This is an optimization exercise on Yosys and OpenROAD, whose aim is small area and a short achievable clock period, not a production implementation.
Function was checked by simulation only, so behaviour that the tests miss may differ from the original.
No activity file was given, so power comes from the tool's default toggle rates.

## barrett_top
module barrett_top (
  input  logic        clk_i,
  input  logic        rst_ni,
  input  logic        cfg_we_i,
  input  logic [47:0] cfg_i,         
  input  logic        in_valid_i,
  input  logic [35:0] in_i,          
  output logic        out_valid_o,
  output logic [19:0] out_o          
);
  logic [3:0]  cfg_s;
  logic [15:0] cfg_q;
  logic [8:0]  m1_one, m1_two, m2_one;
  logic [7:0]  m1_neg, m2_two, m2_neg;
  barrett_cfg barrett_cfg_i (
    .clk_i    (clk_i),
    .cfg_we_i (cfg_we_i),
    .q_i      (cfg_i[47:32]),
    .mu_i     (cfg_i[31:0]),
    .s_o      (cfg_s),
    .q_o      (cfg_q),
    .m1_one_o (m1_one),
    .m1_two_o (m1_two),
    .m1_neg_o (m1_neg),
    .m2_one_o (m2_one),
    .m2_two_o (m2_two),
    .m2_neg_o (m2_neg)
  );
  barrett_reduce barrett_reduce_i (
    .clk_i       (clk_i),
    .rst_ni      (rst_ni),
    .s_i         (cfg_s),
    .q_i         (cfg_q),
    .m1_one_i    (m1_one),
    .m1_two_i    (m1_two),
    .m1_neg_i    (m1_neg),
    .m2_one_i    (m2_one),
    .m2_two_i    (m2_two),
    .m2_neg_i    (m2_neg),
    .in_valid_i  (in_valid_i),
    .x_i         (in_i[35:4]),
    .tag_i       (in_i[3:0]),
    .out_valid_o (out_valid_o),
    .r_o         (out_o[19:4]),
    .tag_o       (out_o[3:0])
  );
endmodule
make LEC_CHECK=0 CAP_MARGIN=20 CORE_MARGIN=2 CORE_UTILIZATION=65 CTS_BUF_LIST=sky130_fd_sc_hd__clkbuf_8 CTS_CLUSTER_SIZE=40 SETUP_SLACK_MARGIN=4.2 SLEW_MARGIN=20 finish   # period 7.0 ns
run.sh (not shown) runs the stock make flow with config.mk's settings and CLKGATE_MAP_FILE= SYNTH_SCRIPT=/design/flow/synth_recipe.tcl, a recipe that flattens the netlist after the stock synthesis.
Then changed:
--- a/flow/config.mk
+++ b/flow/config.mk
@@ -13 +13,2 @@
-export SETUP_SLACK_MARGIN = 4.2
+export PLACE_DENSITY = 0.75
+export SETUP_SLACK_MARGIN = 4.1
Routed wire length came out lower slightly.
Critical path depth is unchanged.
Setup slack got worse by 0.021 ns.
Final area came out lower slightly.
Global-route usage came out lower by 0.43 points.
Sequential power barely changes.
Then changed:
==> flow/flow/run.sh (new file) <==
#!/bin/bash
# The standard layout, with plain buf_1 cells (not clkdlybuf4s50_1) as the
# port buffers that ORFS inserts before global placement. make's full output
# goes to standard.log; each ORFS step also keeps its own log under orfs/logs.
set -euo pipefail
export BUFFER_PORTS_ARGS="-buffer_cell sky130_fd_sc_hd__buf_1"
bash standard.sh > standard.log 2>&1
==> flow/standard.sh (new file) <==
#!/bin/bash
# synth_recipe.tcl (not shown) runs the flow's synth.tcl, then flattens the netlist and writes it again
# the make line also repeats each setting of config.mk as NAME=value (left out here)
make -C /OpenROAD-flow-scripts/flow DESIGN_CONFIG=/design/flow/config.mk WORK_HOME=/design/flow/orfs CLKGATE_MAP_FILE= SYNTH_SCRIPT=/design/flow/synth_recipe.tcl "${@:-finish}"
--- a/flow/config.mk
+++ b/flow/config.mk
@@ -12 +12,2 @@
-export CTS_CLUSTER_SIZE = 40
+export CTS_CLUSTER_DIAMETER = 45
+export CTS_CLUSTER_SIZE = 20
removed: flow/run.sh
What happened: The new run passed the timing, DRC and antenna checks. Global-route usage goes down by 0.44 points. Register-to-register slack degrades by 0.02 ns. Sequential power stays flat. Die area is unchanged. Non-clock buffer count goes up by 12. Synthesized area stays the same. Routed wire length goes down by 2.2%.


Setup of P:
barrett_top again, from the RTL that the note above started with.
export LEC_CHECK = 0
export CAP_MARGIN = 20
export CORE_MARGIN = 2
export CORE_UTILIZATION = 65
export CTS_BUF_LIST = sky130_fd_sc_hd__clkbuf_8
export CTS_CLUSTER_SIZE = 40
export SETUP_SLACK_MARGIN = 3.7
export SLEW_MARGIN = 20
create_clock -name core_clock -period 7.0 [get_ports {clk_i}]
Stock flow here: none of the scripts above is used.
Here is what was changed in the inputs of Q compared with P.
Settings: SETUP_SLACK_MARGIN changed from 3.7 to 4.0.
Notes after the runs:
On non-clock buffer count in the final layout: Q sits above P. Power in the clock group, Q vs P: up by a few percent. Q has first-iteration DRC count below what P had. Across both runs, maximum frequency was higher for Q than for P. Summary of Q over P: mux share of post-synthesis cell area about even, met3 global-route usage fell 0.45 points, number of setup buffers added after CTS increased by 19 relative to the old numbers. Portion of the clock cycle consumed by the worst path in the final layout: Q vs P down 2.8 points. Any difference in total number of placement rows between Q and P is small enough to ignore. The final reports for Q and P show leakage component of the power higher in the former. Going from P to Q, total power grows by 4.6%.
Setup changes, Q to R
Settings: SETUP_SLACK_MARGIN now 4.1, was 4.0.
==> flow/flow/run.sh (new file) <==
#!/bin/bash
# The standard layout, with plain buf_1 cells (not clkdlybuf4s50_1) as the
# port buffers that ORFS inserts before global placement. make's full output
# goes to standard.log; each ORFS step also keeps its own log under orfs/logs.
set -euo pipefail
export BUFFER_PORTS_ARGS="-buffer_cell sky130_fd_sc_hd__buf_1"
bash standard.sh > standard.log 2>&1
==> flow/standard.sh (new file) <==
#!/bin/bash
# synth_recipe.tcl (not shown) runs the flow's synth.tcl, then flattens the netlist and writes it again
# the make line also repeats each setting of config.mk as NAME=value (left out here)
make -C /OpenROAD-flow-scripts/flow DESIGN_CONFIG=/design/flow/config.mk WORK_HOME=/design/flow/orfs CLKGATE_MAP_FILE= SYNTH_SCRIPT=/design/flow/synth_recipe.tcl "${@:-finish}"
removed: flow/run.sh
For the sequential share of layout area, R came in 0.48 points higher than Q did. In the metrics for R and Q, the one carrying the higher flop-to-flop setup slack is R. Compared with Q, in R fraction of power consumed by the clock network now sits lower, area taken by flip-flops and latches now sits at about the same level. Via count (R vs. Q) increases slightly. Re path depth of the worst reg2reg path: no difference whatsoever between R and Q.
### R -> S
Settings: setting PLACE_DENSITY to 0.85 for the first time.
Results
S: flow completed, timing, DRC and antenna clean. Higher static leakage was reported by S, not R. NOTE total wire length R->S increased by more than 10%. In terms of final cell count without fillers, S and R differ only marginally. A launch point of the worst path of barrett_reduce_i.s2_cols_811_q$_DFF_P_ is what R shows, while barrett_reduce_i.s4_cols_1607_q$_DFF_P_ belongs to S.


indigo:
barrett_top, a different RTL version from the one above (not shown whole).
Size in the first run: roughly 1900 cells after synthesis, ~330 flip-flops, roughly 110 I/O pins.
==> flow/config.mk <==
export PLATFORM = sky130hd
export DESIGN_NAME = barrett_top
export DESIGN_NICKNAME = barrett_top
export VERILOG_FILES = /design/flow/design.v
export SDC_FILE = /design/flow/constraint.sdc
export NUM_CORES = 4
export LEC_CHECK = 0
export CAP_MARGIN = 20
export CORE_MARGIN = 2
export CORE_UTILIZATION = 65
export CTS_BUF_LIST = sky130_fd_sc_hd__clkbuf_4
export CTS_CLUSTER_SIZE = 40
export SETUP_SLACK_MARGIN = 4.0
export SLEW_MARGIN = 20
==> flow/constraint.sdc <==
create_clock -name core_clock -period 7.0 [get_ports {clk_i}]
set_input_delay 1.4000 -clock core_clock [delete_from_list [all_inputs] [get_ports {clk_i}]]
set_output_delay 1.4000 -clock core_clock [all_outputs]
set_load 0.01 [all_outputs]
Stock flow here: none of the scripts above is used.
indigo finished end to end and its layout was clean on timing, DRC and antenna.
Changes in tundra relative to indigo:
- a change of CTS_BUF_LIST from sky130_fd_sc_hd__clkbuf_4 to sky130_fd_sc_hd__clkbuf_8
==> flow/flow/run.sh (new file) <==
#!/bin/bash
# The standard layout, with plain buf_1 cells (not clkdlybuf4s50_1) as the
# port buffers that ORFS inserts before global placement. make's full output
# goes to standard.log; each ORFS step also keeps its own log under orfs/logs.
set -euo pipefail
export BUFFER_PORTS_ARGS="-buffer_cell sky130_fd_sc_hd__buf_1"
bash standard.sh > standard.log 2>&1
==> flow/standard.sh (new file) <==
#!/bin/bash
# synth_recipe.tcl (not shown) runs the flow's synth.tcl, then flattens the netlist and writes it again
# the make line also repeats each setting of config.mk as NAME=value (left out here)
make -C /OpenROAD-flow-scripts/flow DESIGN_CONFIG=/design/flow/config.mk WORK_HOME=/design/flow/orfs CLKGATE_MAP_FILE= SYNTH_SCRIPT=/design/flow/synth_recipe.tcl "${@:-finish}"
removed: flow/run.sh
Notes after the runs:
- tundra vs indigo: global-route usage down in tundra
- indigo has higher minimum setup slack among reg-to-reg paths than tundra.
- Against indigo, tundra reports a internal power that is higher.
- When the final numbers for tundra and indigo were put side by side, the clock power turned out to be greater in tundra.
- indigo → tundra: met1 layer usage reported by global route now larger, switching power share of the total decreased 0.54 points, final-layout clock buffer total decreased 49.
- Final cell count in tundra vs indigo: down 46
- Detailed-routing wirelength on met1 (tundra vs. indigo) increases slightly
- Power in tundra vs indigo: up 1.3%
Input-level comparison between willow and tundra:
- a deleted CTS_BUF_LIST that had been sky130_fd_sc_hd__clkbuf_8
- a deleted CTS_CLUSTER_SIZE that had been 40
==> flow/run.sh (new file) <==
#!/bin/bash
# synth_recipe.tcl (not shown) runs the flow's synth.tcl, then flattens the netlist and writes it again
# the make line also repeats each setting of config.mk as NAME=value (left out here)
make -C /OpenROAD-flow-scripts/flow DESIGN_CONFIG=/design/flow/config.mk WORK_HOME=/design/flow/orfs CLKGATE_MAP_FILE= SYNTH_SCRIPT=/design/flow/synth_recipe.tcl finish
removed: flow/flow/run.sh
removed: flow/standard.sh
==> run notes <==
tundra and willow ended up with roughly the same number of well-tap cells placed.
Going from tundra to willow, period utilization stayed essentially flat; clock share of power now sits higher; synthesis-to-finish area growth rose 2.9 points; maximum clock frequency ~0 delta.
The overall routed net length in willow was higher than what tundra gave.
In the metrics for tundra and willow, the one carrying the lower total power of the final layout is tundra.
Compared with tundra, in willow count of cells along the worst register-to-register path rose by 1; via-per-instance ratio grew by about 1.3%.
On hold slack, tundra tracks willow almost exactly.


Setup of xenon:
Another version of the RTL of barrett_top (not shown whole).
Size: about 110 I/O pins, roughly 20000 um^2 of cells after synthesis.
export LEC_CHECK = 0
export CAP_MARGIN = 20
export CORE_MARGIN = 2
export CORE_UTILIZATION = 60
export CTS_BUF_LIST = sky130_fd_sc_hd__clkbuf_8
export CTS_CLUSTER_DIAMETER = 45
export CTS_CLUSTER_SIZE = 20
export PLACE_DENSITY = 0.75
export SETUP_SLACK_MARGIN = 4.1
export SLEW_MARGIN = 20
create_clock -name core_clock -period 7.0 [get_ports {clk_i}]
standard.sh (not shown) runs the stock make flow with config.mk's settings and CLKGATE_MAP_FILE= SYNTH_SCRIPT=/design/flow/synth_recipe.tcl, a recipe that flattens the netlist after the stock synthesis.
==> flow/flow/run.sh <==
#!/bin/bash
# The standard layout, with plain buf_1 cells (not clkdlybuf4s50_1) as the
# port buffers that ORFS inserts before global placement. make's full output
# goes to standard.log; each ORFS step also keeps its own log under orfs/logs.
set -euo pipefail
export BUFFER_PORTS_ARGS="-buffer_cell sky130_fd_sc_hd__buf_1"
bash standard.sh > standard.log 2>&1
Input-level comparison between cedar and xenon:
# xenon
export LEC_CHECK = 0
export CAP_MARGIN = 20
export CORE_MARGIN = 2
export CORE_UTILIZATION = 60
export CTS_BUF_LIST = sky130_fd_sc_hd__clkbuf_8
export CTS_CLUSTER_DIAMETER = 45
export CTS_CLUSTER_SIZE = 20
export PLACE_DENSITY = 0.75
export SETUP_SLACK_MARGIN = 4.1
export SLEW_MARGIN = 20
create_clock -name core_clock -period 7.0 [get_ports {clk_i}]
# cedar
export LEC_CHECK = 0
export CAP_MARGIN = 20
export CORE_MARGIN = 2
export CORE_UTILIZATION = 65
export CTS_BUF_LIST = sky130_fd_sc_hd__clkbuf_8
export CTS_CLUSTER_DIAMETER = 45
export CTS_CLUSTER_SIZE = 20
export PLACE_DENSITY = 0.75
export SETUP_SLACK_MARGIN = 4.1
export SLEW_MARGIN = 20
create_clock -name core_clock -period 7.0 [get_ports {clk_i}]
Results
- Setup slack after layout up 0.015 ns in cedar wrt xenon
- [compare] base=xenon new=cedar: post-placement setup slack now sits higher, area growth from synthesis to layout decreased by 1.0 points relative to the old numbers.
- xenon reports its worst setup path startpoint as barrett_cfg_i.q_o[9]$_DFFE_PP_ while cedar reports barrett_cfg_i.q_o[11]$_DFFE_PP_.


== run A ==
Starting RTL as in the previous note.
Settings: LEC_CHECK=0, CAP_MARGIN=20, CORE_MARGIN=2, CORE_UTILIZATION=65, CTS_BUF_LIST=sky130_fd_sc_hd__clkbuf_8, CTS_CLUSTER_DIAMETER=50, CTS_CLUSTER_SIZE=24, PLACE_DENSITY=0.7, SETUP_SLACK_MARGIN=4.1, SLEW_MARGIN=20; clock period 7.0 ns.
Scripts as last shown in full above: flow/flow/run.sh
The flow did not stop early for run A: all stages ran, and the layout cleared the timing, DRC and antenna checks.
For run B, these inputs were changed with respect to run A:
--- a/flow/config.mk
+++ b/flow/config.mk
@@ -10,6 +10,6 @@
 export CORE_UTILIZATION = 65
 export CTS_BUF_LIST = sky130_fd_sc_hd__clkbuf_8
-export CTS_CLUSTER_DIAMETER = 50
-export CTS_CLUSTER_SIZE = 24
+export CTS_CLUSTER_DIAMETER = 45
+export CTS_CLUSTER_SIZE = 20
 export PLACE_DENSITY = 0.7
 export SETUP_SLACK_MARGIN = 4.1
Results
Result: PASS for each of run A and run B. Looking at switching fraction of total power across run A and run B, the one that comes out higher is run A. A worst setup path startpoint of barrett_reduce_i.s4_cols_1713_q is what run B shows, while barrett_cfg_i.q_o[11] belongs to run A. Hold slack of run A is on par with run B. Global-route met2 utilization delta (run B -> run A): insignificant. Clock buffer and inverter area fraction after layout (lower): run A.


== build 86 ==
RTL: one of the versions met above, not the one the previous note started from.
Size: about 330 flip-flops, roughly 110 I/O pins, roughly 0.020 mm^2 of cells after synthesis.
Settings: LEC_CHECK=0, CAP_MARGIN=20, CORE_MARGIN=2, CORE_UTILIZATION=65, CTS_BUF_LIST=sky130_fd_sc_hd__clkbuf_8, CTS_CLUSTER_DIAMETER=45, CTS_CLUSTER_SIZE=20, PLACE_DENSITY=0.75, SETUP_SLACK_MARGIN=4.0, SLEW_MARGIN=20; clock period 7.0 ns.
Scripts as last shown in full above: flow/flow/run.sh
[inputs] build 50 vs build 86
# build 86
export LEC_CHECK = 0
export CAP_MARGIN = 20
export CORE_MARGIN = 2
export CORE_UTILIZATION = 65
export CTS_BUF_LIST = sky130_fd_sc_hd__clkbuf_8
export CTS_CLUSTER_DIAMETER = 45
export CTS_CLUSTER_SIZE = 20
export PLACE_DENSITY = 0.75
export SETUP_SLACK_MARGIN = 4.0
export SLEW_MARGIN = 20
create_clock -name core_clock -period 7.0 [get_ports {clk_i}]
# build 50
export LEC_CHECK = 0
export CAP_MARGIN = 20
export CORE_MARGIN = 2
export CORE_UTILIZATION = 75
export CTS_BUF_LIST = sky130_fd_sc_hd__clkbuf_8
export CTS_CLUSTER_SIZE = 40
export PLACE_DENSITY = 0.82
export SETUP_SLACK_MARGIN = 4.1
export SLEW_MARGIN = 20
create_clock -name core_clock -period 7.0 [get_ports {clk_i}]
--- outcome ---
- The part of the total power dissipated in combinational logic reported for build 50 is greater than that of build 86 by 0.8 points.
- Register bit count reported by yosys came out exactly the same in build 50 and build 86.
- Build 50: final period utilization lower than build 86
- Taking build 86 as the reference, in build 50 die area saw a decrease, worst-margin pin slew saw little to no change, power attributed to the clock group saw an increase.
- Diff build 50 and build 86: final routed wirelength across all metal layers lower in build 86
- In build 50 the met3 track demand over resource in global routing turned out 4.1 points higher than in build 86.
- Compared with build 86, build 50 shows fraction of area in clock buffers and inverters higher by 1.1 points.
- Compared with build 86, number of cells after detailed placement in build 50 decreased by a few percent.
--- input diff build 50..build 88 ---
# build 50
export LEC_CHECK = 0
export CAP_MARGIN = 20
export CORE_MARGIN = 2
export CORE_UTILIZATION = 75
export CTS_BUF_LIST = sky130_fd_sc_hd__clkbuf_8
export CTS_CLUSTER_SIZE = 40
export PLACE_DENSITY = 0.82
export SETUP_SLACK_MARGIN = 4.1
export SLEW_MARGIN = 20
create_clock -name core_clock -period 7.0 [get_ports {clk_i}]
# build 88
export LEC_CHECK = 0
export CAP_MARGIN = 20
export CORE_MARGIN = 2
export CORE_UTILIZATION = 65
export CTS_BUF_LIST = sky130_fd_sc_hd__clkbuf_8
export CTS_CLUSTER_SIZE = 40
export PLACE_DENSITY = 0.75
export SETUP_SLACK_MARGIN = 4.25
export SLEW_MARGIN = 20
create_clock -name core_clock -period 7.0 [get_ports {clk_i}]
==> run notes <==
Looking at non-clock buffer count, build 88 sits 44 above build 50. Delta (build 88 minus build 50): final critical-path setup slack picked up an extra 120 ps, power lost about 3%, maximum frequency picked up an extra 4.0%. Build 88 ends up with a time the worst path needs with I/O delays and setup that is 120 ps lower than in build 50. In the reports for build 50 and build 88, the smaller average wire per standard cell belongs to build 88. Per the comparison of build 88 with build 50, initial core utilization went down, total detailed-routing wirelength went down.

## static timing again, ports no longer ideal
The results above use ideal ports. As a check the final layouts listed here were re-extracted and re-timed, cells and wires unchanged. Step 1 sets driving cells, clkbuf_16 on the clock port and buf_2 on the other inputs (assumed; they add their load-dependent delay and slew). Step 2 adds t to the input delays and takes it off the output delays; t is the mean of the earliest and latest rising clock arrival at the registers after step 1. Input paths then give back, and output paths get back, about the clock's delay inside the block. Three values: ideal ports, drivers, drivers and shift; two values: the first two.
| run | shift t [ns] | setup slack, ns | pins driven straight from the clock port |
|---|---|---|---|
| the first run of note 1 | 0.625 | 4.070 / 4.070 / 3.865 | 1 |
| the second run of note 1 | 0.636 | 4.049 / 4.049 / 3.910 | 1 |
| the third run of note 1 | 0.589 | 4.032 / 4.032 / 4.032 | 1 |
| P | 0.631 | 3.795 / 3.795 / 3.795 | 1 |
| Q | 0.637 | 3.993 / 3.993 / 3.768 | 1 |
| R | 0.619 | 4.037 / 4.037 / 4.037 | 1 |
| S | 0.640 | 3.897 / 3.897 / 3.897 | 1 |
| indigo | 0.765 | 4.029 / 4.029 / 3.325 | 1 |
| tundra | 0.638 | 3.976 / 3.976 / 3.569 | 1 |
| willow | 0.570 | 3.971 / 3.971 / 3.571 | 1 |
| xenon | 0.654 | 4.133 / 4.133 / 4.133 | 1 |
| cedar | 0.619 | 4.148 / 4.148 / 4.058 | 1 |
| run A | 0.661 | 4.174 / 4.174 / 4.174 | 1 |
| run B | 0.588 | 4.183 / 4.183 / 4.183 | 1 |
| build 86 | 0.601 | 3.915 / 3.915 / 3.915 | 1 |
| build 50 | 0.635 | 3.930 / 3.930 / 3.930 | 1 |
| build 88 | 0.626 | 4.047 / 4.047 / 4.047 | 1 |
After both steps every run listed still meets setup and hold. The setup slack of indigo, which loses most, moves by 0.000 ns with the drivers and by -0.704 ns with both steps.
